This design comes from an exercise in tuning for small area, a short achievable clock period and few clock cycles per item on the open sky130 flow, not from production work. Only the layout flow was run in this run; the RTL was not checked for function there.

### flow/constraint.sdc
create_clock -name core_clock -period 6.0 [get_ports {clk}]
set_input_delay 1.2000 -clock core_clock [delete_from_list [all_inputs] [get_ports {clk}]]
set_output_delay 1.2000 -clock core_clock [all_outputs]
set_load 0.01 [all_outputs]
### flow/design.v
package jdc_pkg;
  localparam int YEAR_W  = 14;
  localparam int MONTH_W = 4;
  localparam int DAY_W   = 5;
  localparam int JDN_W   = 23;
  localparam int TDATA_W = 48;
  localparam logic [22:0] JDN_EPOCH = 23'd1721119;   
  localparam logic [22:0] JDN_FIRST = 23'd1721426;   
  localparam logic [22:0] JDN_LAST  = 23'd5373484;   
  localparam logic [18:0] EST_OFS = 19'd37704;
endpackage
module jdc_ctrl (
  input  logic clk,
  input  logic rst_n,
  input  logic in_tvalid,
  input  logic out_tready,
  output logic en,
  output logic vld_out
);
  logic v1_r, v2_r, v3_r;
  assign en      = ~v3_r | out_tready;
  assign vld_out = v3_r;
  always_ff @(posedge clk) begin
    if (!rst_n) begin
      v1_r <= 1'b0;
      v2_r <= 1'b0;
      v3_r <= 1'b0;
    end else if (en) begin
      v1_r <= in_tvalid;
      v2_r <= v1_r;
      v3_r <= v2_r;
    end
  end
endmodule
module jdc_fwd (
  input  logic [13:0] year,
  input  logic [3:0]  month,
  input  logic [4:0]  day,
  output logic [13:0] y_mar,
  output logic [8:0]  tday
);
  logic       early;
  logic [8:0] tmon;
  assign early = (month <= 4'd2);
  always_comb begin
    if (year == 14'd0) y_mar = early ? 14'd0 : 14'd1;
    else               y_mar = year - {13'd0, early};
  end
  always_comb begin
    case (month)
      4'd0:  tmon = 9'd275;
      4'd1:  tmon = 9'd306;
      4'd2:  tmon = 9'd337;
      4'd3:  tmon = 9'd0;
      4'd4:  tmon = 9'd31;
      4'd5:  tmon = 9'd61;
      4'd6:  tmon = 9'd92;
      4'd7:  tmon = 9'd122;
      4'd8:  tmon = 9'd153;
      4'd9:  tmon = 9'd184;
      4'd10: tmon = 9'd214;
      4'd11: tmon = 9'd245;
      4'd12: tmon = 9'd275;
      4'd13: tmon = 9'd306;
      4'd14: tmon = 9'd337;
      default: tmon = 9'd367;
    endcase
  end
  assign tday = tmon + {4'd0, day};
endmodule
import jdc_pkg::*;
module jdc_inv_est (
  input  logic [22:0] n,
  output logic [13:0] y_est,
  output logic        err
);
  logic [16:0] sa, sb, p;
  logic [8:0]  plo, phi0, phi1;
  assign err   = (n < JDN_FIRST) || (n > JDN_LAST);
  logic e_c0, e_c1, e_c2, e_c3, e_c4, e_c5, e_c6, e_c7;
  logic e_c8, e_c9, e_c10, e_c11, e_c12, e_c13, e_c14, e_c15;
  logic e_c16, e_c17, e_c18, e_c19, e_c20, e_c21, e_c22, e_c23;
  logic e_c24, e_c25, e_c26, e_c27, e_c28, e_c29, e_c30, e_c31;
  logic e_c32, e_c33, e_c34, e_c35, e_c36, e_c37, e_c38, e_c39;
  logic e_c40, e_c41, e_c42, e_c43, e_c44, e_c45, e_c46, e_c47;
  logic e_c48, e_c49, e_c50, e_c51, e_c52, e_c53, e_c54, e_c55;
  logic e_c56, e_c57, e_c58, e_s0, e_s1, e_s2, e_s3, e_s4;
  logic e_s5, e_s6, e_s7, e_s8, e_s9, e_s10, e_s11, e_s12;
  logic e_s13, e_s14, e_s15, e_s16, e_s17, e_s18, e_s19, e_s20;
  logic e_s21, e_s22, e_s23, e_s24, e_s25, e_s26, e_s27, e_s28;
  logic e_s29, e_s30, e_s31, e_s32, e_s33, e_s34, e_s35, e_s36;
  logic e_s37, e_s38, e_s39, e_s40, e_s41, e_s42, e_s43, e_s44;
  logic e_s45, e_s46, e_s47, e_s48, e_s49, e_s50, e_s51, e_s52;
  logic e_s53, e_s54, e_s55, e_s56, e_s57, e_s58;
  assign e_s0 = n[7] ^ n[9];
  assign e_c0 = n[7] & n[9];
  assign e_s1 = n[8] ^ n[10];
  assign e_c1 = n[8] & n[10];
  assign e_s2 = n[9] ^ n[11] ^ n[12];
  assign e_c2 = (n[9] & n[11]) | (n[9] & n[12]) | (n[11] & n[12]);
  assign e_s3 = n[10] ^ n[12] ^ n[13];
  assign e_c3 = (n[10] & n[12]) | (n[10] & n[13]) | (n[12] & n[13]);
  assign e_s4 = n[11] ^ n[13] ^ n[14];
  assign e_c4 = (n[11] & n[13]) | (n[11] & n[14]) | (n[13] & n[14]);
  assign e_s5 = n[12] ^ n[14];
  assign e_c5 = n[12] & n[14];
  assign e_s6 = n[6] ^ n[8] ^ n[9];
  assign e_c6 = (n[6] & n[8]) | (n[6] & n[9]) | (n[8] & n[9]);
  assign e_s7 = n[10] ^ n[12] ^ ~n[15];
  assign e_c7 = (n[10] & n[12]) | (n[10] & ~n[15]) | (n[12] & ~n[15]);
  assign e_s8 = ~n[18] ^ 1'b1;
  assign e_c8 = ~n[18] & 1'b1;
  assign e_s9 = n[11] ^ n[13] ^ ~n[16];
  assign e_c9 = (n[11] & n[13]) | (n[11] & ~n[16]) | (n[13] & ~n[16]);
  assign e_s10 = ~n[19] ^ e_c0 ^ e_s1;
  assign e_c10 = (~n[19] & e_c0) | (~n[19] & e_s1) | (e_c0 & e_s1);
  assign e_s11 = n[14] ^ ~n[17] ^ ~n[20];
  assign e_c11 = (n[14] & ~n[17]) | (n[14] & ~n[20]) | (~n[17] & ~n[20]);
  assign e_s12 = 1'b1 ^ e_c1 ^ e_s2;
  assign e_c12 = (1'b1 & e_c1) | (1'b1 & e_s2) | (e_c1 & e_s2);
  assign e_s13 = n[15] ^ ~n[18] ^ ~n[21];
  assign e_c13 = (n[15] & ~n[18]) | (n[15] & ~n[21]) | (~n[18] & ~n[21]);
  assign e_s14 = 1'b1 ^ e_c2 ^ e_s3;
  assign e_c14 = (1'b1 & e_c2) | (1'b1 & e_s3) | (e_c2 & e_s3);
  assign e_s15 = n[16] ^ ~n[19] ^ ~n[22];
  assign e_c15 = (n[16] & ~n[19]) | (n[16] & ~n[22]) | (~n[19] & ~n[22]);
  assign e_s16 = 1'b1 ^ e_c3 ^ e_s4;
  assign e_c16 = (1'b1 & e_c3) | (1'b1 & e_s4) | (e_c3 & e_s4);
  assign e_s17 = n[15] ^ n[17] ^ ~n[20];
  assign e_c17 = (n[15] & n[17]) | (n[15] & ~n[20]) | (n[17] & ~n[20]);
  assign e_s18 = 1'b1 ^ e_c4 ^ e_s5;
  assign e_c18 = (1'b1 & e_c4) | (1'b1 & e_s5) | (e_c4 & e_s5);
  assign e_s19 = n[13] ^ n[15] ^ n[16];
  assign e_c19 = (n[13] & n[15]) | (n[13] & n[16]) | (n[15] & n[16]);
  assign e_s20 = n[18] ^ ~n[21] ^ e_c5;
  assign e_c20 = (n[18] & ~n[21]) | (n[18] & e_c5) | (~n[21] & e_c5);
  assign e_s21 = n[14] ^ n[16] ^ n[17];
  assign e_c21 = (n[14] & n[16]) | (n[14] & n[17]) | (n[16] & n[17]);
  assign e_s22 = n[19] ^ ~n[22];
  assign e_c22 = n[19] & ~n[22];
  assign e_s23 = n[15] ^ n[17] ^ n[18];
  assign e_c23 = (n[15] & n[17]) | (n[15] & n[18]) | (n[17] & n[18]);
  assign e_s24 = n[20] ^ 1'b1;
  assign e_c24 = n[20] & 1'b1;
  assign e_s25 = n[16] ^ n[18] ^ n[19];
  assign e_c25 = (n[16] & n[18]) | (n[16] & n[19]) | (n[18] & n[19]);
  assign e_s26 = n[17] ^ n[19] ^ n[20];
  assign e_c26 = (n[17] & n[19]) | (n[17] & n[20]) | (n[19] & n[20]);
  assign e_s27 = n[11] ^ ~n[14];
  assign e_c27 = n[11] & ~n[14];
  assign e_s28 = e_s0 ^ e_c6 ^ e_s7;
  assign e_c28 = (e_s0 & e_c6) | (e_s0 & e_s7) | (e_c6 & e_s7);
  assign e_s29 = e_c7 ^ e_c8 ^ e_s9;
  assign e_c29 = (e_c7 & e_c8) | (e_c7 & e_s9) | (e_c8 & e_s9);
  assign e_s30 = e_c9 ^ e_c10 ^ e_s11;
  assign e_c30 = (e_c9 & e_c10) | (e_c9 & e_s11) | (e_c10 & e_s11);
  assign e_s31 = e_c11 ^ e_c12 ^ e_s13;
  assign e_c31 = (e_c11 & e_c12) | (e_c11 & e_s13) | (e_c12 & e_s13);
  assign e_s32 = e_c13 ^ e_c14 ^ e_s15;
  assign e_c32 = (e_c13 & e_c14) | (e_c13 & e_s15) | (e_c14 & e_s15);
  assign e_s33 = e_c15 ^ e_c16 ^ e_s17;
  assign e_c33 = (e_c15 & e_c16) | (e_c15 & e_s17) | (e_c16 & e_s17);
  assign e_s34 = e_c17 ^ e_c18 ^ e_s19;
  assign e_c34 = (e_c17 & e_c18) | (e_c17 & e_s19) | (e_c18 & e_s19);
  assign e_s35 = e_c19 ^ e_c20 ^ e_s21;
  assign e_c35 = (e_c19 & e_c20) | (e_c19 & e_s21) | (e_c20 & e_s21);
  assign e_s36 = e_c21 ^ e_c22 ^ e_s23;
  assign e_c36 = (e_c21 & e_c22) | (e_c21 & e_s23) | (e_c22 & e_s23);
  assign e_s37 = n[21] ^ e_c23 ^ e_c24;
  assign e_c37 = (n[21] & e_c23) | (n[21] & e_c24) | (e_c23 & e_c24);
  assign e_s38 = n[22] ^ 1'b1 ^ e_c25;
  assign e_c38 = (n[22] & 1'b1) | (n[22] & e_c25) | (1'b1 & e_c25);
  assign e_s39 = n[18] ^ n[20] ^ n[21];
  assign e_c39 = (n[18] & n[20]) | (n[18] & n[21]) | (n[20] & n[21]);
  assign e_s40 = n[19] ^ n[21] ^ n[22];
  assign e_c40 = (n[19] & n[21]) | (n[19] & n[22]) | (n[21] & n[22]);
  assign e_s41 = n[20] ^ n[22];
  assign e_c41 = n[20] & n[22];
  assign e_s42 = ~n[17] ^ e_s6;
  assign e_c42 = ~n[17] & e_s6;
  assign e_s43 = e_s8 ^ e_c27 ^ e_s28;
  assign e_c43 = (e_s8 & e_c27) | (e_s8 & e_s28) | (e_c27 & e_s28);
  assign e_s44 = e_s10 ^ e_c28 ^ e_s29;
  assign e_c44 = (e_s10 & e_c28) | (e_s10 & e_s29) | (e_c28 & e_s29);
  assign e_s45 = e_s12 ^ e_c29 ^ e_s30;
  assign e_c45 = (e_s12 & e_c29) | (e_s12 & e_s30) | (e_c29 & e_s30);
  assign e_s46 = e_s14 ^ e_c30 ^ e_s31;
  assign e_c46 = (e_s14 & e_c30) | (e_s14 & e_s31) | (e_c30 & e_s31);
  assign e_s47 = e_s16 ^ e_c31 ^ e_s32;
  assign e_c47 = (e_s16 & e_c31) | (e_s16 & e_s32) | (e_c31 & e_s32);
  assign e_s48 = e_s18 ^ e_c32 ^ e_s33;
  assign e_c48 = (e_s18 & e_c32) | (e_s18 & e_s33) | (e_c32 & e_s33);
  assign e_s49 = e_s20 ^ e_c33 ^ e_s34;
  assign e_c49 = (e_s20 & e_c33) | (e_s20 & e_s34) | (e_c33 & e_s34);
  assign e_s50 = e_s22 ^ e_c34 ^ e_s35;
  assign e_c50 = (e_s22 & e_c34) | (e_s22 & e_s35) | (e_c34 & e_s35);
  assign e_s51 = e_s24 ^ e_c35 ^ e_s36;
  assign e_c51 = (e_s24 & e_c35) | (e_s24 & e_s36) | (e_c35 & e_s36);
  assign e_s52 = e_s25 ^ e_c36 ^ e_s37;
  assign e_c52 = (e_s25 & e_c36) | (e_s25 & e_s37) | (e_c36 & e_s37);
  assign e_s53 = e_s26 ^ e_c37 ^ e_s38;
  assign e_c53 = (e_s26 & e_c37) | (e_s26 & e_s38) | (e_c37 & e_s38);
  assign e_s54 = e_c26 ^ e_c38 ^ e_s39;
  assign e_c54 = (e_c26 & e_c38) | (e_c26 & e_s39) | (e_c38 & e_s39);
  assign e_s55 = 1'b1 ^ e_c39 ^ e_s40;
  assign e_c55 = (1'b1 & e_c39) | (1'b1 & e_s40) | (e_c39 & e_s40);
  assign e_s56 = 1'b1 ^ e_c40 ^ e_s41;
  assign e_c56 = (1'b1 & e_c40) | (1'b1 & e_s41) | (e_c40 & e_s41);
  assign e_s57 = n[21] ^ e_c41;
  assign e_c57 = n[21] & e_c41;
  assign e_s58 = n[22] ^ 1'b1;
  assign e_c58 = n[22] & 1'b1;
  assign sa = {e_c57, e_c56, e_c55, e_c54, e_c53, e_c52, e_c51, e_c50, e_c49, e_c48, e_c47, e_c46, e_c45, e_c44, e_c43, e_c42, e_s27};
  assign sb = {e_s58, e_s57, e_s56, e_s55, e_s54, e_s53, e_s52, e_s51, e_s50, e_s49, e_s48, e_s47, e_s46, e_s45, e_s44, e_s43, e_s42};
  assign plo   = {1'b0, sa[7:0]} + {1'b0, sb[7:0]};
  assign phi0  = sa[16:8] + sb[16:8];
  assign phi1  = sa[16:8] + sb[16:8] + 9'd1;
  assign p     = {plo[8] ? phi1 : phi0, plo[7:0]};
  assign y_est = p[16:3];
endmodule
module jdc_inv_mon (
  input  logic [8:0]  doy,       
  output logic [3:0]  m          
);
  always_comb begin
    if      (doy >= 9'd337) m = 4'd11;
    else if (doy >= 9'd306) m = 4'd10;
    else if (doy >= 9'd275) m = 4'd9;
    else if (doy >= 9'd245) m = 4'd8;
    else if (doy >= 9'd214) m = 4'd7;
    else if (doy >= 9'd184) m = 4'd6;
    else if (doy >= 9'd153) m = 4'd5;
    else if (doy >= 9'd122) m = 4'd4;
    else if (doy >= 9'd92)  m = 4'd3;
    else if (doy >= 9'd61)  m = 4'd2;
    else if (doy >= 9'd31)  m = 4'd1;
    else                    m = 4'd0;
  end
endmodule
module jdc_inv_dec (
  input  logic [3:0]  m,         
  input  logic [4:0]  doy_lo,    
  input  logic        corr,      
  input  logic [13:0] y_est,
  output logic [13:0] year,
  output logic [3:0]  month,
  output logic [4:0]  day
);
  logic [4:0] start;             
  logic       jf;
  assign start = (m == 4'd0)  ? 5'(9'd0)   :
                 (m == 4'd1)  ? 5'(9'd31)  :
                 (m == 4'd2)  ? 5'(9'd61)  :
                 (m == 4'd3)  ? 5'(9'd92)  :
                 (m == 4'd4)  ? 5'(9'd122) :
                 (m == 4'd5)  ? 5'(9'd153) :
                 (m == 4'd6)  ? 5'(9'd184) :
                 (m == 4'd7)  ? 5'(9'd214) :
                 (m == 4'd8)  ? 5'(9'd245) :
                 (m == 4'd9)  ? 5'(9'd275) :
                 (m == 4'd10) ? 5'(9'd306) : 5'(9'd337);
  assign jf    = (m >= 4'd10);
  assign month = jf ? (m - 4'd9) : (m + 4'd3);
  assign day   = 5'(doy_lo - start + 5'd1);
  assign year  = y_est + {12'd0, corr & jf, corr ^ jf};
endmodule
import jdc_pkg::*;
module julian_day_converter (
  input  logic                         clk,
  input  logic                         rst_n,
  input  logic                         in_tvalid,
  output logic                         in_tready,
  input  logic [jdc_pkg::TDATA_W-1:0]  in_tdata,
  input  logic                         in_tuser,
  output logic                         out_tvalid,
  input  logic                         out_tready,
  output logic [jdc_pkg::TDATA_W-1:0]  out_tdata,
  output logic                         out_tuser
);
  logic        en;
  logic [13:0] y_mar, y_est;
  logic [8:0]  tday;
  logic        err0;
  logic [13:0] x1_r;      
  logic [9:0]  z1_r;      
  logic        op1_r, err1_r;
  logic [11:0] q;
  logic [15:0] cprod, ca, cb;
  logic [7:0]  cent;
  logic        r99, leap;
  logic [22:0] p, pa, pb;
  logic [11:0] plo, phi0, phi1;
  logic [9:0]  p2_r;      
  logic [13:0] w2_r;      
  logic [7:0]  c2_r;
  logic        leap2_r, op2_r, err2_r;
  logic [22:0] g, ga, gb;
  logic [11:0] glo, ghi0, ghi1;
  logic [9:0]  doy_c;
  logic        corr;
  logic [8:0]  doy;
  logic [3:0]  mon;
  logic [13:0] w3_r;      
  logic [9:0]  d3_r;      
  logic        op3_r, err3_r;
  logic [13:0] year_d;
  logic [3:0]  month_d;
  logic [4:0]  day_d;
  jdc_ctrl u_ctrl (
    .clk        (clk),
    .rst_n      (rst_n),
    .in_tvalid  (in_tvalid),
    .out_tready (out_tready),
    .en         (en),
    .vld_out    (out_tvalid)
  );
  jdc_fwd u_fwd (
    .year  (in_tdata[13:0]),
    .month (in_tdata[17:14]),
    .day   (in_tdata[22:18]),
    .y_mar (y_mar),
    .tday  (tday)
  );
  jdc_inv_est u_est (
    .n     (in_tdata[45:23]),
    .y_est (y_est),
    .err   (err0)
  );
  assign in_tready = en;
  always_ff @(posedge clk) begin
    if (en) begin
      x1_r   <= in_tuser ? y_est : y_mar;
      z1_r   <= in_tuser ? ~in_tdata[32:23] : {1'b0, tday};
      op1_r  <= in_tuser;
      err1_r <= in_tuser & err0;
    end
  end
  assign q     = x1_r[13:2];
  logic q_c0, q_c1, q_c2, q_c3, q_c4, q_c5, q_c6, q_c7;
  logic q_c8, q_c9, q_c10, q_c11, q_c12, q_c13, q_c14, q_c15;
  logic q_c16, q_c17, q_c18, q_c19, q_c20, q_c21, q_c22, q_c23;
  logic q_c24, q_s0, q_s1, q_s2, q_s3, q_s4, q_s5, q_s6;
  logic q_s7, q_s8, q_s9, q_s10, q_s11, q_s12, q_s13, q_s14;
  logic q_s15, q_s16, q_s17, q_s18, q_s19, q_s20, q_s21, q_s22;
  logic q_s23, q_s24;
  assign q_s0 = q[0] ^ q[2];
  assign q_c0 = q[0] & q[2];
  assign q_s1 = q[1] ^ q[3] ^ q[6];
  assign q_c1 = (q[1] & q[3]) | (q[1] & q[6]) | (q[3] & q[6]);
  assign q_s2 = q[2] ^ q[4] ^ q[7];
  assign q_c2 = (q[2] & q[4]) | (q[2] & q[7]) | (q[4] & q[7]);
  assign q_s3 = q[3] ^ q[5] ^ q[8];
  assign q_c3 = (q[3] & q[5]) | (q[3] & q[8]) | (q[5] & q[8]);
  assign q_s4 = q[4] ^ q[6] ^ q[9];
  assign q_c4 = (q[4] & q[6]) | (q[4] & q[9]) | (q[6] & q[9]);
  assign q_s5 = q[5] ^ q[7] ^ q[10];
  assign q_c5 = (q[5] & q[7]) | (q[5] & q[10]) | (q[7] & q[10]);
  assign q_s6 = q[6] ^ q[8] ^ q[11];
  assign q_c6 = (q[6] & q[8]) | (q[6] & q[11]) | (q[8] & q[11]);
  assign q_s7 = q[7] ^ q[9];
  assign q_c7 = q[7] & q[9];
  assign q_s8 = q[8] ^ q[10];
  assign q_c8 = q[8] & q[10];
  assign q_s9 = q[9] ^ q[11];
  assign q_c9 = q[9] & q[11];
  assign q_s10 = q[2] ^ ~q[7];
  assign q_c10 = q[2] & ~q[7];
  assign q_s11 = q[0] ^ q[3] ^ ~q[8];
  assign q_c11 = (q[0] & q[3]) | (q[0] & ~q[8]) | (q[3] & ~q[8]);
  assign q_s12 = q[1] ^ q[4] ^ ~q[9];
  assign q_c12 = (q[1] & q[4]) | (q[1] & ~q[9]) | (q[4] & ~q[9]);
  assign q_s13 = q[5] ^ ~q[10] ^ q_s0;
  assign q_c13 = (q[5] & ~q[10]) | (q[5] & q_s0) | (~q[10] & q_s0);
  assign q_s14 = ~q[11] ^ q_c0 ^ q_s1;
  assign q_c14 = (~q[11] & q_c0) | (~q[11] & q_s1) | (q_c0 & q_s1);
  assign q_s15 = 1'b1 ^ q_c1 ^ q_s2;
  assign q_c15 = (1'b1 & q_c1) | (1'b1 & q_s2) | (q_c1 & q_s2);
  assign q_s16 = 1'b1 ^ q_c2 ^ q_s3;
  assign q_c16 = (1'b1 & q_c2) | (1'b1 & q_s3) | (q_c2 & q_s3);
  assign q_s17 = 1'b1 ^ q_c3 ^ q_s4;
  assign q_c17 = (1'b1 & q_c3) | (1'b1 & q_s4) | (q_c3 & q_s4);
  assign q_s18 = 1'b1 ^ q_c4 ^ q_s5;
  assign q_c18 = (1'b1 & q_c4) | (1'b1 & q_s5) | (q_c4 & q_s5);
  assign q_s19 = 1'b1 ^ q_c5 ^ q_s6;
  assign q_c19 = (1'b1 & q_c5) | (1'b1 & q_s6) | (q_c5 & q_s6);
  assign q_s20 = 1'b1 ^ q_c6 ^ q_s7;
  assign q_c20 = (1'b1 & q_c6) | (1'b1 & q_s7) | (q_c6 & q_s7);
  assign q_s21 = 1'b1 ^ q_c7 ^ q_s8;
  assign q_c21 = (1'b1 & q_c7) | (1'b1 & q_s8) | (q_c7 & q_s8);
  assign q_s22 = 1'b1 ^ q_c8 ^ q_s9;
  assign q_c22 = (1'b1 & q_c8) | (1'b1 & q_s9) | (q_c8 & q_s9);
  assign q_s23 = q[10] ^ 1'b1 ^ q_c9;
  assign q_c23 = (q[10] & 1'b1) | (q[10] & q_c9) | (1'b1 & q_c9);
  assign q_s24 = q[11] ^ 1'b1;
  assign q_c24 = q[11] & 1'b1;
  assign ca = {1'b1, q_c23, q_c22, q_c21, q_c20, q_c19, q_c18, q_c17, q_c16, q_c15, q_c14, q_c13, q_c12, q_c11, q_c10, 1'b1};
  assign cb = {q_c24, q_s24, q_s23, q_s22, q_s21, q_s20, q_s19, q_s18, q_s17, q_s16, q_s15, q_s14, q_s13, q_s12, q_s11, q_s10};
  assign cprod = ca + cb;
  assign cent  = cprod[15:8];
  assign r99   = (x1_r[1:0] == 2'b11) && (cprod[7:0] >= 8'd246);
  assign leap  = (x1_r[1:0] == 2'b11) && (!r99 || (cent[1:0] == 2'b11));
  logic f_c0, f_c1, f_c2, f_c3, f_c4, f_c5, f_c6, f_c7;
  logic f_c8, f_c9, f_c10, f_c11, f_c12, f_c13, f_c14, f_c15;
  logic f_c16, f_c17, f_c18, f_c19, f_c20, f_c21, f_c22, f_c23;
  logic f_c24, f_c25, f_c26, f_c27, f_c28, f_c29, f_c30, f_c31;
  logic f_c32, f_c33, f_c34, f_c35, f_c36, f_c37, f_c38, f_c39;
  logic f_c40, f_c41, f_c42, f_c43, f_c44, f_c45, f_c46, f_c47;
  logic f_c48, f_c49, f_c50, f_c51, f_c52, f_c53, f_c54, f_c55;
  logic f_c56, f_c57, f_c58, f_c59, f_c60, f_c61, f_c62, f_c63;
  logic f_c64, f_c65, f_c66, f_c67, f_c68, f_c69, f_c70, f_c71;
  logic f_c72, f_c73, f_s0, f_s1, f_s2, f_s3, f_s4, f_s5;
  logic f_s6, f_s7, f_s8, f_s9, f_s10, f_s11, f_s12, f_s13;
  logic f_s14, f_s15, f_s16, f_s17, f_s18, f_s19, f_s20, f_s21;
  logic f_s22, f_s23, f_s24, f_s25, f_s26, f_s27, f_s28, f_s29;
  logic f_s30, f_s31, f_s32, f_s33, f_s34, f_s35, f_s36, f_s37;
  logic f_s38, f_s39, f_s40, f_s41, f_s42, f_s43, f_s44, f_s45;
  logic f_s46, f_s47, f_s48, f_s49, f_s50, f_s51, f_s52, f_s53;
  logic f_s54, f_s55, f_s56, f_s57, f_s58, f_s59, f_s60, f_s61;
  logic f_s62, f_s63, f_s64, f_s65, f_s66, f_s67, f_s68, f_s69;
  logic f_s70, f_s71, f_s72, f_s73;
  assign f_s0 = x1_r[0] ^ x1_r[1];
  assign f_c0 = x1_r[0] & x1_r[1];
  assign f_s1 = x1_r[1] ^ x1_r[2] ^ x1_r[4];
  assign f_c1 = (x1_r[1] & x1_r[2]) | (x1_r[1] & x1_r[4]) | (x1_r[2] & x1_r[4]);
  assign f_s2 = x1_r[0] ^ x1_r[2] ^ x1_r[3];
  assign f_c2 = (x1_r[0] & x1_r[2]) | (x1_r[0] & x1_r[3]) | (x1_r[2] & x1_r[3]);
  assign f_s3 = x1_r[5] ^ x1_r[6];
  assign f_c3 = x1_r[5] & x1_r[6];
  assign f_s4 = x1_r[1] ^ x1_r[3] ^ x1_r[4];
  assign f_c4 = (x1_r[1] & x1_r[3]) | (x1_r[1] & x1_r[4]) | (x1_r[3] & x1_r[4]);
  assign f_s5 = x1_r[6] ^ x1_r[7] ^ x1_r[9];
  assign f_c5 = (x1_r[6] & x1_r[7]) | (x1_r[6] & x1_r[9]) | (x1_r[7] & x1_r[9]);
  assign f_s6 = x1_r[2] ^ x1_r[4] ^ x1_r[5];
  assign f_c6 = (x1_r[2] & x1_r[4]) | (x1_r[2] & x1_r[5]) | (x1_r[4] & x1_r[5]);
  assign f_s7 = x1_r[7] ^ x1_r[8];
  assign f_c7 = x1_r[7] & x1_r[8];
  assign f_s8 = x1_r[3] ^ x1_r[5] ^ x1_r[6];
  assign f_c8 = (x1_r[3] & x1_r[5]) | (x1_r[3] & x1_r[6]) | (x1_r[5] & x1_r[6]);
  assign f_s9 = x1_r[8] ^ x1_r[9];
  assign f_c9 = x1_r[8] & x1_r[9];
  assign f_s10 = x1_r[4] ^ x1_r[6] ^ x1_r[7];
  assign f_c10 = (x1_r[4] & x1_r[6]) | (x1_r[4] & x1_r[7]) | (x1_r[6] & x1_r[7]);
  assign f_s11 = x1_r[5] ^ x1_r[7];
  assign f_c11 = x1_r[5] & x1_r[7];
  assign f_s12 = x1_r[0] ^ x1_r[1];
  assign f_c12 = x1_r[0] & x1_r[1];
  assign f_s13 = x1_r[1] ^ x1_r[2] ^ x1_r[4];
  assign f_c13 = (x1_r[1] & x1_r[2]) | (x1_r[1] & x1_r[4]) | (x1_r[2] & x1_r[4]);
  assign f_s14 = x1_r[0] ^ x1_r[2] ^ x1_r[3];
  assign f_c14 = (x1_r[0] & x1_r[2]) | (x1_r[0] & x1_r[3]) | (x1_r[2] & x1_r[3]);
  assign f_s15 = x1_r[5] ^ x1_r[7];
  assign f_c15 = x1_r[5] & x1_r[7];
  assign f_s16 = x1_r[3] ^ x1_r[4] ^ x1_r[6];
  assign f_c16 = (x1_r[3] & x1_r[4]) | (x1_r[3] & x1_r[6]) | (x1_r[4] & x1_r[6]);
  assign f_s17 = x1_r[8] ^ z1_r[6] ^ f_s0;
  assign f_c17 = (x1_r[8] & z1_r[6]) | (x1_r[8] & f_s0) | (z1_r[6] & f_s0);
  assign f_s18 = x1_r[5] ^ x1_r[7] ^ x1_r[9];
  assign f_c18 = (x1_r[5] & x1_r[7]) | (x1_r[5] & x1_r[9]) | (x1_r[7] & x1_r[9]);
  assign f_s19 = z1_r[7] ^ f_c0 ^ f_s1;
  assign f_c19 = (z1_r[7] & f_c0) | (z1_r[7] & f_s1) | (f_c0 & f_s1);
  assign f_s20 = x1_r[8] ^ x1_r[10] ^ z1_r[8];
  assign f_c20 = (x1_r[8] & x1_r[10]) | (x1_r[8] & z1_r[8]) | (x1_r[10] & z1_r[8]);
  assign f_s21 = f_c1 ^ f_s2 ^ f_s3;
  assign f_c21 = (f_c1 & f_s2) | (f_c1 & f_s3) | (f_s2 & f_s3);
  assign f_s22 = x1_r[11] ^ z1_r[9] ^ f_c2;
  assign f_c22 = (x1_r[11] & z1_r[9]) | (x1_r[11] & f_c2) | (z1_r[9] & f_c2);
  assign f_s23 = f_c3 ^ f_s4 ^ f_s5;
  assign f_c23 = (f_c3 & f_s4) | (f_c3 & f_s5) | (f_s4 & f_s5);
  assign f_s24 = x1_r[10] ^ x1_r[12] ^ f_c4;
  assign f_c24 = (x1_r[10] & x1_r[12]) | (x1_r[10] & f_c4) | (x1_r[12] & f_c4);
  assign f_s25 = f_c5 ^ f_s6 ^ f_s7;
  assign f_c25 = (f_c5 & f_s6) | (f_c5 & f_s7) | (f_s6 & f_s7);
  assign f_s26 = x1_r[11] ^ x1_r[13] ^ f_c6;
  assign f_c26 = (x1_r[11] & x1_r[13]) | (x1_r[11] & f_c6) | (x1_r[13] & f_c6);
  assign f_s27 = f_c7 ^ f_s8 ^ f_s9;
  assign f_c27 = (f_c7 & f_s8) | (f_c7 & f_s9) | (f_s8 & f_s9);
  assign f_s28 = x1_r[9] ^ x1_r[10] ^ x1_r[12];
  assign f_c28 = (x1_r[9] & x1_r[10]) | (x1_r[9] & x1_r[12]) | (x1_r[10] & x1_r[12]);
  assign f_s29 = f_c8 ^ f_c9 ^ f_s10;
  assign f_c29 = (f_c8 & f_c9) | (f_c8 & f_s10) | (f_c9 & f_s10);
  assign f_s30 = x1_r[8] ^ x1_r[10] ^ x1_r[11];
  assign f_c30 = (x1_r[8] & x1_r[10]) | (x1_r[8] & x1_r[11]) | (x1_r[10] & x1_r[11]);
  assign f_s31 = x1_r[13] ^ f_c10 ^ f_s11;
  assign f_c31 = (x1_r[13] & f_c10) | (x1_r[13] & f_s11) | (f_c10 & f_s11);
  assign f_s32 = x1_r[6] ^ x1_r[8] ^ x1_r[9];
  assign f_c32 = (x1_r[6] & x1_r[8]) | (x1_r[6] & x1_r[9]) | (x1_r[8] & x1_r[9]);
  assign f_s33 = x1_r[11] ^ x1_r[12] ^ f_c11;
  assign f_c33 = (x1_r[11] & x1_r[12]) | (x1_r[11] & f_c11) | (x1_r[12] & f_c11);
  assign f_s34 = x1_r[7] ^ x1_r[9] ^ x1_r[10];
  assign f_c34 = (x1_r[7] & x1_r[9]) | (x1_r[7] & x1_r[10]) | (x1_r[9] & x1_r[10]);
  assign f_s35 = x1_r[12] ^ x1_r[13];
  assign f_c35 = x1_r[12] & x1_r[13];
  assign f_s36 = x1_r[8] ^ x1_r[10] ^ x1_r[11];
  assign f_c36 = (x1_r[8] & x1_r[10]) | (x1_r[8] & x1_r[11]) | (x1_r[10] & x1_r[11]);
  assign f_s37 = x1_r[0] ^ x1_r[2];
  assign f_c37 = x1_r[0] & x1_r[2];
  assign f_s38 = x1_r[3] ^ x1_r[5] ^ z1_r[3];
  assign f_c38 = (x1_r[3] & x1_r[5]) | (x1_r[3] & z1_r[3]) | (x1_r[5] & z1_r[3]);
  assign f_s39 = x1_r[6] ^ z1_r[4] ^ f_c12;
  assign f_c39 = (x1_r[6] & z1_r[4]) | (x1_r[6] & f_c12) | (z1_r[4] & f_c12);
  assign f_s40 = z1_r[5] ^ f_c13 ^ f_s14;
  assign f_c40 = (z1_r[5] & f_c13) | (z1_r[5] & f_s14) | (f_c13 & f_s14);
  assign f_s41 = f_c14 ^ f_c15 ^ f_s16;
  assign f_c41 = (f_c14 & f_c15) | (f_c14 & f_s16) | (f_c15 & f_s16);
  assign f_s42 = f_c16 ^ f_c17 ^ f_s18;
  assign f_c42 = (f_c16 & f_c17) | (f_c16 & f_s18) | (f_c17 & f_s18);
  assign f_s43 = f_c18 ^ f_c19 ^ f_s20;
  assign f_c43 = (f_c18 & f_c19) | (f_c18 & f_s20) | (f_c19 & f_s20);
  assign f_s44 = f_c20 ^ f_c21 ^ f_s22;
  assign f_c44 = (f_c20 & f_c21) | (f_c20 & f_s22) | (f_c21 & f_s22);
  assign f_s45 = f_c22 ^ f_c23 ^ f_s24;
  assign f_c45 = (f_c22 & f_c23) | (f_c22 & f_s24) | (f_c23 & f_s24);
  assign f_s46 = f_c24 ^ f_c25 ^ f_s26;
  assign f_c46 = (f_c24 & f_c25) | (f_c24 & f_s26) | (f_c25 & f_s26);
  assign f_s47 = f_c26 ^ f_c27 ^ f_s28;
  assign f_c47 = (f_c26 & f_c27) | (f_c26 & f_s28) | (f_c27 & f_s28);
  assign f_s48 = f_c28 ^ f_c29 ^ f_s30;
  assign f_c48 = (f_c28 & f_c29) | (f_c28 & f_s30) | (f_c29 & f_s30);
  assign f_s49 = f_c30 ^ f_c31 ^ f_s32;
  assign f_c49 = (f_c30 & f_c31) | (f_c30 & f_s32) | (f_c31 & f_s32);
  assign f_s50 = f_c32 ^ f_c33 ^ f_s34;
  assign f_c50 = (f_c32 & f_c33) | (f_c32 & f_s34) | (f_c33 & f_s34);
  assign f_s51 = x1_r[13] ^ f_c34 ^ f_c35;
  assign f_c51 = (x1_r[13] & f_c34) | (x1_r[13] & f_c35) | (f_c34 & f_c35);
  assign f_s52 = x1_r[9] ^ x1_r[11] ^ x1_r[12];
  assign f_c52 = (x1_r[9] & x1_r[11]) | (x1_r[9] & x1_r[12]) | (x1_r[11] & x1_r[12]);
  assign f_s53 = x1_r[10] ^ x1_r[12];
  assign f_c53 = x1_r[10] & x1_r[12];
  assign f_s54 = x1_r[0] ^ x1_r[2];
  assign f_c54 = x1_r[0] & x1_r[2];
  assign f_s55 = x1_r[1] ^ x1_r[3] ^ z1_r[1];
  assign f_c55 = (x1_r[1] & x1_r[3]) | (x1_r[1] & z1_r[1]) | (x1_r[3] & z1_r[1]);
  assign f_s56 = x1_r[4] ^ z1_r[2] ^ f_s37;
  assign f_c56 = (x1_r[4] & z1_r[2]) | (x1_r[4] & f_s37) | (z1_r[2] & f_s37);
  assign f_s57 = f_s12 ^ f_c37 ^ f_s38;
  assign f_c57 = (f_s12 & f_c37) | (f_s12 & f_s38) | (f_c37 & f_s38);
  assign f_s58 = f_s13 ^ f_c38 ^ f_s39;
  assign f_c58 = (f_s13 & f_c38) | (f_s13 & f_s39) | (f_c38 & f_s39);
  assign f_s59 = f_s15 ^ f_c39 ^ f_s40;
  assign f_c59 = (f_s15 & f_c39) | (f_s15 & f_s40) | (f_c39 & f_s40);
  assign f_s60 = f_s17 ^ f_c40 ^ f_s41;
  assign f_c60 = (f_s17 & f_c40) | (f_s17 & f_s41) | (f_c40 & f_s41);
  assign f_s61 = f_s19 ^ f_c41 ^ f_s42;
  assign f_c61 = (f_s19 & f_c41) | (f_s19 & f_s42) | (f_c41 & f_s42);
  assign f_s62 = f_s21 ^ f_c42 ^ f_s43;
  assign f_c62 = (f_s21 & f_c42) | (f_s21 & f_s43) | (f_c42 & f_s43);
  assign f_s63 = f_s23 ^ f_c43 ^ f_s44;
  assign f_c63 = (f_s23 & f_c43) | (f_s23 & f_s44) | (f_c43 & f_s44);
  assign f_s64 = f_s25 ^ f_c44 ^ f_s45;
  assign f_c64 = (f_s25 & f_c44) | (f_s25 & f_s45) | (f_c44 & f_s45);
  assign f_s65 = f_s27 ^ f_c45 ^ f_s46;
  assign f_c65 = (f_s27 & f_c45) | (f_s27 & f_s46) | (f_c45 & f_s46);
  assign f_s66 = f_s29 ^ f_c46 ^ f_s47;
  assign f_c66 = (f_s29 & f_c46) | (f_s29 & f_s47) | (f_c46 & f_s47);
  assign f_s67 = f_s31 ^ f_c47 ^ f_s48;
  assign f_c67 = (f_s31 & f_c47) | (f_s31 & f_s48) | (f_c47 & f_s48);
  assign f_s68 = f_s33 ^ f_c48 ^ f_s49;
  assign f_c68 = (f_s33 & f_c48) | (f_s33 & f_s49) | (f_c48 & f_s49);
  assign f_s69 = f_s35 ^ f_c49 ^ f_s50;
  assign f_c69 = (f_s35 & f_c49) | (f_s35 & f_s50) | (f_c49 & f_s50);
  assign f_s70 = f_s36 ^ f_c50 ^ f_s51;
  assign f_c70 = (f_s36 & f_c50) | (f_s36 & f_s51) | (f_c50 & f_s51);
  assign f_s71 = f_c36 ^ f_c51 ^ f_s52;
  assign f_c71 = (f_c36 & f_c51) | (f_c36 & f_s52) | (f_c51 & f_s52);
  assign f_s72 = x1_r[13] ^ f_c52 ^ f_s53;
  assign f_c72 = (x1_r[13] & f_c52) | (x1_r[13] & f_s53) | (f_c52 & f_s53);
  assign f_s73 = x1_r[11] ^ x1_r[13] ^ f_c53;
  assign f_c73 = (x1_r[11] & x1_r[13]) | (x1_r[11] & f_c53) | (x1_r[13] & f_c53);
  assign pa = {1'b0, x1_r[13], x1_r[12], f_c72, f_c71, f_c70, f_c69, f_c68, f_c67, f_c66, f_c65, f_c64, f_c63, f_c62, f_c61, f_c60, f_c59, f_c58, f_c57, f_c56, f_c55, f_c54, z1_r[0]};
  assign pb = {1'b0, 1'b0, f_c73, f_s73, f_s72, f_s71, f_s70, f_s69, f_s68, f_s67, f_s66, f_s65, f_s64, f_s63, f_s62, f_s61, f_s60, f_s59, f_s58, f_s57, f_s56, f_s55, f_s54};
  assign plo  = {1'b0, pa[10:0]} + {1'b0, pb[10:0]};
  assign phi0 = pa[22:11] + pb[22:11];
  assign phi1 = pa[22:11] + pb[22:11] + 12'd1;
  assign p    = {plo[11] ? phi1 : phi0, plo[10:0]};
  always_ff @(posedge clk) begin
    if (en) begin
      p2_r    <= p[9:0];
      w2_r    <= op1_r ? x1_r : {1'b0, p[22:10]};
      c2_r    <= cent;
      leap2_r <= leap;
      op2_r   <= op1_r;
      err2_r  <= err1_r;
    end
  end
  logic g_c0, g_c1, g_c2, g_c3, g_c4, g_c5, g_c6, g_c7;
  logic g_c8, g_c9, g_c10, g_c11, g_c12, g_c13, g_s0, g_s1;
  logic g_s2, g_s3, g_s4, g_s5, g_s6, g_s7, g_s8, g_s9;
  logic g_s10, g_s11, g_s12, g_s13;
  assign g_s0 = p2_r[0] ^ ~c2_r[0];
  assign g_c0 = p2_r[0] & ~c2_r[0];
  assign g_s1 = p2_r[1] ^ ~c2_r[1];
  assign g_c1 = p2_r[1] & ~c2_r[1];
  assign g_s2 = p2_r[2] ^ ~c2_r[2];
  assign g_c2 = p2_r[2] & ~c2_r[2];
  assign g_s3 = p2_r[3] ^ ~c2_r[3];
  assign g_c3 = p2_r[3] & ~c2_r[3];
  assign g_s4 = p2_r[4] ^ ~c2_r[4];
  assign g_c4 = p2_r[4] & ~c2_r[4];
  assign g_s5 = p2_r[5] ^ ~c2_r[5] ^ c2_r[7];
  assign g_c5 = (p2_r[5] & ~c2_r[5]) | (p2_r[5] & c2_r[7]) | (~c2_r[5] & c2_r[7]);
  assign g_s6 = c2_r[2] ^ op2_r;
  assign g_c6 = c2_r[2] & op2_r;
  assign g_s7 = c2_r[3] ^ g_c0 ^ g_s1;
  assign g_c7 = (c2_r[3] & g_c0) | (c2_r[3] & g_s1) | (g_c0 & g_s1);
  assign g_s8 = c2_r[4] ^ g_c1 ^ g_s2;
  assign g_c8 = (c2_r[4] & g_c1) | (c2_r[4] & g_s2) | (g_c1 & g_s2);
  assign g_s9 = c2_r[5] ^ g_c2 ^ g_s3;
  assign g_c9 = (c2_r[5] & g_c2) | (c2_r[5] & g_s3) | (g_c2 & g_s3);
  assign g_s10 = c2_r[6] ^ g_c3 ^ g_s4;
  assign g_c10 = (c2_r[6] & g_c3) | (c2_r[6] & g_s4) | (g_c3 & g_s4);
  assign g_s11 = 1'b1 ^ g_c4 ^ g_s5;
  assign g_c11 = (1'b1 & g_c4) | (1'b1 & g_s5) | (g_c4 & g_s5);
  assign g_s12 = p2_r[6] ^ ~c2_r[6] ^ g_c5;
  assign g_c12 = (p2_r[6] & ~c2_r[6]) | (p2_r[6] & g_c5) | (~c2_r[6] & g_c5);
  assign g_s13 = p2_r[7] ^ ~c2_r[7];
  assign g_c13 = p2_r[7] & ~c2_r[7];
  assign ga = {w2_r[12], w2_r[11], w2_r[10], w2_r[9], w2_r[8], w2_r[7], w2_r[6], w2_r[5], w2_r[4], w2_r[3], w2_r[2], w2_r[1], w2_r[0], p2_r[9], p2_r[8], g_c12, g_c11, g_c10, g_c9, g_c8, g_c7, g_c6, g_s0};
  assign gb = {1'b0, 1'b0, 1'b1, 1'b1, 1'b0, 1'b1, 1'b0, 1'b0, 1'b1, 1'b0, 1'b0, 1'b0, 1'b0, 1'b1, g_c13, g_s13, g_s12, g_s11, g_s10, g_s9, g_s8, g_s7, g_s6};
  assign glo   = {1'b0, ga[10:0]} + {1'b0, gb[10:0]};
  assign ghi0  = ga[22:11] + gb[22:11];
  assign ghi1  = ga[22:11] + gb[22:11] + 12'd1;
  assign g     = {glo[11] ? ghi1 : ghi0, glo[10:0]};
  assign doy_c = ~g[9:0];
  assign corr  = leap2_r ? (doy_c >= 10'd366) : (doy_c >= 10'd365);
  assign doy   = corr ? 9'(doy_c - (leap2_r ? 10'd366 : 10'd365)) : doy_c[8:0];
  jdc_inv_mon u_mon (
    .doy (doy),
    .m   (mon)
  );
  always_ff @(posedge clk) begin
    if (en) begin
      w3_r   <= op2_r ? w2_r : {1'b0, g[22:10]};
      d3_r   <= op2_r ? {corr, mon, doy[4:0]} : g[9:0];
      op3_r  <= op2_r;
      err3_r <= err2_r;
    end
  end
  jdc_inv_dec u_dec (
    .m      (d3_r[8:5]),
    .doy_lo (d3_r[4:0]),
    .corr   (d3_r[9]),
    .y_est  (w3_r),
    .year   (year_d),
    .month  (month_d),
    .day    (day_d)
  );
  always_comb begin
    out_tdata = '0;
    out_tuser = 1'b0;
    if (!op3_r) begin
      out_tdata[22:0] = {w3_r[12:0], d3_r};
    end else if (err3_r) begin
      out_tuser = 1'b1;
    end else begin
      out_tdata[36:23] = year_d;
      out_tdata[40:37] = month_d;
      out_tdata[45:41] = day_d;
    end
  end
endmodule
### flow/flow/invopt.py
#!/usr/bin/env python3
"""Full-adder polarity pass on a mapped sky130hd netlist.

A full adder is self-dual: fa(~a, ~b, ~c) = ~fa(a, b, c) for both outputs.
Yosys's adder extraction leaves many inverters between adder cells. This pass
treats every inverter as a free negation, chooses for each fa cell whether it
computes the true or the complemented outputs, and then puts back one inverter
per net whose complement is still needed. Registers, ports and every other cell
are untouched; inverters that drive a port are kept.
usage: invopt.py IN.v OUT.v
"""
import re, sys

OUTPINS = {"X", "Y", "Q", "Q_N", "SUM", "COUT", "HI", "LO"}
src = open(sys.argv[1]).read()

inst_re = re.compile(r"^(\s*)(sky130_fd_sc_hd__\w+)\s+(\\\S+\s|\S+)\s*\((.*?)\);\n", re.S | re.M)
pin_re = re.compile(r"\.(\w+)\(\s*(\\\S+\s|[^()\s]+)\s*\)")

def norm(n):
    return n.strip()

# module ports
m = re.search(r"module\s+\w+\s*\((.*?)\);", src, re.S)
ports_out = set()
for d in re.finditer(r"^\s*output\s+(?:\[[^\]]*\]\s*)?(.*?);", src, re.M):
    pass
# output port nets: declared "output [..] name;" -> bits used as name[i] or name
outdecl = {}
for d in re.finditer(r"^\s*output\s+(\[(\d+):(\d+)\]\s*)?(\\\S+\s|\w+)\s*;", src, re.M):
    name = norm(d.group(4))
    outdecl[name] = (int(d.group(2)), int(d.group(3))) if d.group(1) else None

def is_out_port(net):
    base = re.sub(r"\[\d+\]$", "", net)
    return base in outdecl

insts = []
for mo in inst_re.finditer(src):
    typ, name, body = mo.group(2), norm(mo.group(3)), mo.group(4)
    pins = [(p, norm(n)) for p, n in pin_re.findall(body)]
    insts.append(dict(typ=typ, name=name, pins=pins, span=mo.span(), indent=mo.group(1)))

is_inv = lambda t: re.match(r"sky130_fd_sc_hd__(clk)?inv_\d+$", t) is not None
drv_inv = {}   # net Y -> net A for removable inverters
keep = set()
for i in insts:
    if is_inv(i["typ"]):
        d = dict(i["pins"])
        if is_out_port(d["Y"]):
            keep.add(i["name"])
        else:
            drv_inv[d["Y"]] = d["A"]

def resolve(net):
    par = 0
    while net in drv_inv:
        net = drv_inv[net]; par ^= 1
    return net, par

fa = [i for i in insts if i["typ"].startswith("sky130_fd_sc_hd__fa_")]
fa_idx = {i["name"]: k for k, i in enumerate(fa)}
out_of = {}   # base net -> fa index driving it
for k, i in enumerate(fa):
    for p, n in i["pins"]:
        if p in ("SUM", "COUT"):
            out_of[n] = k

# consumers: list of (inst index or None, pin, base net, parity)
cons = []
for i in insts:
    if is_inv(i["typ"]) and i["name"] not in keep:
        continue
    for p, n in i["pins"]:
        if p in OUTPINS:
            continue
        b, par = resolve(n)
        cons.append([i, p, b, par])
flip = [0] * len(fa)
by_net = {}
for c in cons:
    by_net.setdefault(c[2], []).append(c)
fa_in = {k: [] for k in range(len(fa))}
for c in cons:
    if c[0]["name"] in fa_idx:
        fa_in[fa_idx[c[0]["name"]]].append(c)

def need(c):
    b = c[2]
    ph = flip[out_of[b]] if b in out_of else 0
    f = flip[fa_idx[c[0]["name"]]] if c[0]["name"] in fa_idx else 0
    return c[3] ^ ph ^ f

def netcost(b):
    return 1 if any(need(c) for c in by_net.get(b, [])) else 0

def affected(k):
    nets = {c[2] for c in fa_in[k]}
    for p, n in fa[k]["pins"]:
        if p in ("SUM", "COUT"):
            nets.add(n)
    return nets

before = sum(netcost(b) for b in by_net)
improved = True
rounds = 0
while improved and rounds < 50:
    improved = False; rounds += 1
    for k in range(len(fa)):
        nets = affected(k)
        c0 = sum(netcost(b) for b in nets)
        flip[k] ^= 1
        c1 = sum(netcost(b) for b in nets)
        if c1 < c0:
            improved = True
        else:
            flip[k] ^= 1
after = sum(netcost(b) for b in by_net)
sys.stderr.write(f"inverters: {len(drv_inv)} removable, nets needing one before {before}, after {after}, fa flipped {sum(flip)}\n")

# rebuild
neg_name = {}
newwires = []
newinsts = []
def negnet(b):
    if b not in neg_name:
        k = len(neg_name)
        neg_name[b] = f"_invopt_n{k}_"
        newwires.append(neg_name[b])
        bn = b + " " if b.startswith("\\") else b
        newinsts.append(f"  sky130_fd_sc_hd__inv_1 _invopt_i{k}_ (\n    .A({bn}),\n    .Y({neg_name[b]})\n  );\n")
    return neg_name[b]

repl = {}
for c in cons:
    b = c[2]
    n = negnet(b) if need(c) else b
    repl[(c[0]["name"], c[1])] = n
out = []
pos = 0
for i in insts:
    s, e = i["span"]
    out.append(src[pos:s]); pos = e
    if is_inv(i["typ"]) and i["name"] not in keep:
        continue
    nm = i["name"] + " " if i["name"].startswith("\\") else i["name"]
    pl = []
    for p, n in i["pins"]:
        nn = repl.get((i["name"], p), n)
        if nn.startswith("\\"):
            nn += " "
        pl.append(f"    .{p}({nn})")
    out.append(f"{i['indent']}{i['typ']} {nm} (\n" + ",\n".join(pl) + "\n  );\n")
out.append(src[pos:])
txt = "".join(out)
# declare new wires and add new inverters before endmodule
idx = txt.rindex("endmodule")
decl = "".join(f"  wire {w};\n" for w in newwires)
txt = txt[:idx] + decl + "".join(newinsts) + txt[idx:]
open(sys.argv[2], "w").write(txt)
### flow/config.mk
export PLATFORM = sky130hd
export DESIGN_NAME = julian_day_converter
export DESIGN_NICKNAME = julian_day_converter
export VERILOG_FILES = /design/flow/design.v
export SDC_FILE = /design/flow/constraint.sdc
export NUM_CORES = 4
export LEC_CHECK = 0
export CAP_MARGIN = 20
export CORE_MARGIN = 2
export CORE_UTILIZATION = 55
export SETUP_SLACK_MARGIN = 1.3
export SLEW_MARGIN = 20
### flow/flow/run.sh
#!/bin/bash
# Standard layout with two changes:
# - port buffers are buf_1 instead of the flow's default pick, a slow delay
#   cell; every port still gets its buffer;
# - after the standard synthesis, flow/invopt.py chooses the output polarity
#   of each full-adder cell (a full adder is self-dual) so that fewer
#   inverters are needed between adder cells. Registers, ports and all other
#   cells are left as the standard synthesis made them.
set -euo pipefail
cp standard.sh standard_sh.txt
export BUFFER_PORTS_ARGS="-buffer_cell sky130_fd_sc_hd__buf_1"
R=orfs/results/sky130hd/julian_day_converter/base
bash standard.sh synth > standard_synth.log 2>&1
cp $R/1_2_yosys.v yosys_netlist_standard.v
python3 flow/invopt.py yosys_netlist_standard.v $R/1_2_yosys.v > invopt.log 2>&1
touch $R/1_2_yosys.v
bash standard.sh > standard.log 2>&1
### flow/standard.sh
#!/bin/bash
# synth_recipe.tcl (not shown) runs the flow's synth.tcl, then flattens the netlist and writes it again
# the make line also repeats each setting of config.mk as NAME=value (left out here)
make -C /OpenROAD-flow-scripts/flow DESIGN_CONFIG=/design/flow/config.mk WORK_HOME=/design/flow/orfs CLKGATE_MAP_FILE= SYNTH_SCRIPT=/design/flow/synth_recipe.tcl "${@:-finish}"
==> run notes <==
The floorplan step set the die height to 152.5 µm. The critical path required time came out at 6.06 ns. The floorplan die width came out at 152.5 µm. The number of buffers inserted during clock tree synthesis is 9. The post-synthesis cell count is ~1.2k. The first global-routing pass estimated around 46 mm of wire. The fill cell total of the finished layout is 1787. The worst-case headroom to the max-slew limit came out at about 36%. For this run, global-route usage on met3 was measured as 3.072%. Across the run, the number of max-cap violations was 0. The final-report max-slew violation count came out at 0. The total non-filler cell area in the finished layout is 14440 µm².

The clock tree synthesis step divided the H-tree into 3 levels. Along the worst path, the maximum fanout reaches 4. The synthesized area per cell is 9.827 µm². The post-placement cell area came out at 12920 µm².

The first detailed-routing pass took 5 iterations. The setup path with the least slack is of type reg -> reg.

The remaining antenna violation count after routing is 0. The detailed router finished its first iteration with 480 violations. The initial antenna violation count is 0.

TritonCTS built the clock tree. The cell depth of the worst flop-to-flop path is 16. The root cell of the clock tree is sky130_fd_sc_hd__clkbuf_16. The number of DRC violations after detailed routing is 0. The clock latency on the worst-skew pair is approximately 0.35 ns.

The utilization of the core after routing is 66.36%. The number of nets in the layout came out at ~1.7k. The total setup violations reported at the end of the flow came out at 0. The largest net degree at the start of global routing is 76. The final sum of negative setup slack came out at 0 ns.

The number of global-route vias before repair is slightly above 9k. The detail-routed via count per cell is between 5 and 6. The flow ran to the end and the layout has no timing, DRC or antenna violations. The layer with the highest usage is met2. The via count of the routed design is 9408. Wires add up to 27.87 mm. The quantity of I/O buffers inserted on ports is 99. Across all hold checks on the routed design, the worst slack comes to 0.4230 ns. Across every metal layer, demand over resource in global routing totals about a quarter. The layout cell share with drive strength beyond 1 is 18.04%.

The data arrival at the endpoint of the critical path came out at roughly 5 ns. The highest clock rate is 203.8 MHz. The area taken by flip-flops and latches is 2673 µm². The library cells used most frequently in the layout, excluding fill and tap cells, are sky130_fd_sc_hd__ha_1 (127), sky130_fd_sc_hd__inv_1 (127), sky130_fd_sc_hd__fa_1 (100), sky130_fd_sc_hd__edfxtp_1 (87), sky130_fd_sc_hd__buf_1 (87). The footprint of the multi-input gates came out at 9438 µm². The worst min-delay path class is reg -> reg. The routed wire length per instance is 16.51 µm.

The starting density of the core came out at 55.74%. The final critical delay including setup and external delays came out at 4.907 ns.

The synthesis-to-layout area growth is 19.06%. The clock transition at the register clock pins on the worst setup and hold paths after CTS is 0.06 ns. The post-synthesis instance area is 12130 µm². The routing usage on met2 came out at 42.36%. The worst setup path is captured at a flop.

The count of final hold-check violations is 0. Detailed placement finished with a half-perimeter wire length of around 22 mm. Global routing used 31.14% of the available met1 tracks. The number of warning messages in the yosys log came out at 4.

The final worst-path cycle share is 81.78%. The area of the die came out at 23250 µm². Counting every sink on the clock net gives 90. The global placer's final weighted congestion came out at 0.8684. The aggregate global routing overflow came out at 0.

The maximum root-to-sink buffer count came out at 2. The quantity of hold-fixing buffers added after cts came out at 0. The actual slew at the worst max-slew pin is between 0.9 and 1 ns. The final worst clock skew is around 0.013 ns. The number of antenna diodes in the final layout is 0.

The floorplan row count is 54. Setup repair after global routing could not meet its margin everywhere. The number of cells on the worst hold path is 0. The core region is about 22000 µm². 104 I/O pins were placed. The worst setup path is launched from a flop.
## registers in the layout, summed over array words and instances (netlist names), 8 cells and up
signal,flops
c2_r,8
d3_r,10
p2_r,10
w2_r,14
w3_r,14
x1_r,14
z1_r,10
## path summary, 6_finish.rpt
check / from / to / slack [ns]
max: x1_r[5] / w2_r[10] / 1.09
min: err2_r / err3_r / 0.42
min reg2reg: err2_r / err3_r / 0.42
max reg2reg: x1_r[5] / w2_r[10] / 1.09
## critical path, cell delays in order, from the launching register on
cell and delay, ns:
sky130_fd_sc_hd__edfxtp_1 0.52, sky130_fd_sc_hd__fa_1 0.54, sky130_fd_sc_hd__fa_2 0.38, sky130_fd_sc_hd__fa_1 0.50, sky130_fd_sc_hd__fa_1 0.45, sky130_fd_sc_hd__buf_4 0.16
sky130_fd_sc_hd__fa_2 0.39, sky130_fd_sc_hd__a21o_1 0.17, sky130_fd_sc_hd__a21oi_2 0.14, sky130_fd_sc_hd__buf_4 0.14, sky130_fd_sc_hd__xnor2_2 0.13, sky130_fd_sc_hd__and2_1 0.21
sky130_fd_sc_hd__nand3_2 0.10, sky130_fd_sc_hd__or4_4 0.47, sky130_fd_sc_hd__nor2_2 0.13, sky130_fd_sc_hd__xnor2_1 0.11, sky130_fd_sc_hd__o21ai_0 0.08
## final cells by class
type / instances / area share [%]
sequential: 90 / 18.51
timing repair buffer: 186 / 7.800
tap: 280 / 2.427
clock inverter: 6 / 0.6153
clock buffer: 10 / 1.586
multi-input combinational: 976 / 65.37
inverter: 140 / 3.692
## stage by stage
step / cells / setup WS, ns
finish: 1688 / 1.093
global route: 1688 / 0.9330
CTS: 1653 / 1.075
global placement: 1600 / 0.4985
floorplan: 1235 / 1.228
detailed placement: 1600 / 0.4386
## what timing repair did
action                     CTS  global route
setup endpoints to repair   19            21
gates resized for setup     58           103
setup buffers               37            35
pin swaps                   27            81
## metal layers
metal  wire length (µm)  vias up
li1                   -     4675
met1              12320     4473
met2              14020      205
met3                842       55
met4                696        0
met5                  0        -

## static timing again, ports no longer ideal
The results above use ideal ports. As a check the final layout listed here was re-extracted and re-timed, cells and wires unchanged. Step 1: set_driving_cell puts a clkbuf_16 on clk and a buf_2 on each other input, an assumption about the parent block. Step 2 also shifts input and output timing later by t, the mid clock arrival at the registers, as if the neighbouring blocks saw the same clock. Three values: ideal, step 1, step 2; two values: the first two.
shift t [ns]: 0.393
slack for setup (ns): 1.093 / 1.093 / 0.919
clock arrival spread, ns: 0.013 / 0.014
worst data-port slew with drivers (ns): 0.06
pins driven straight from the clock port: 1
After both steps setup and hold are still met in this run. The setup slack of this run moves by 0.000 ns with the drivers and by -0.174 ns with both steps.
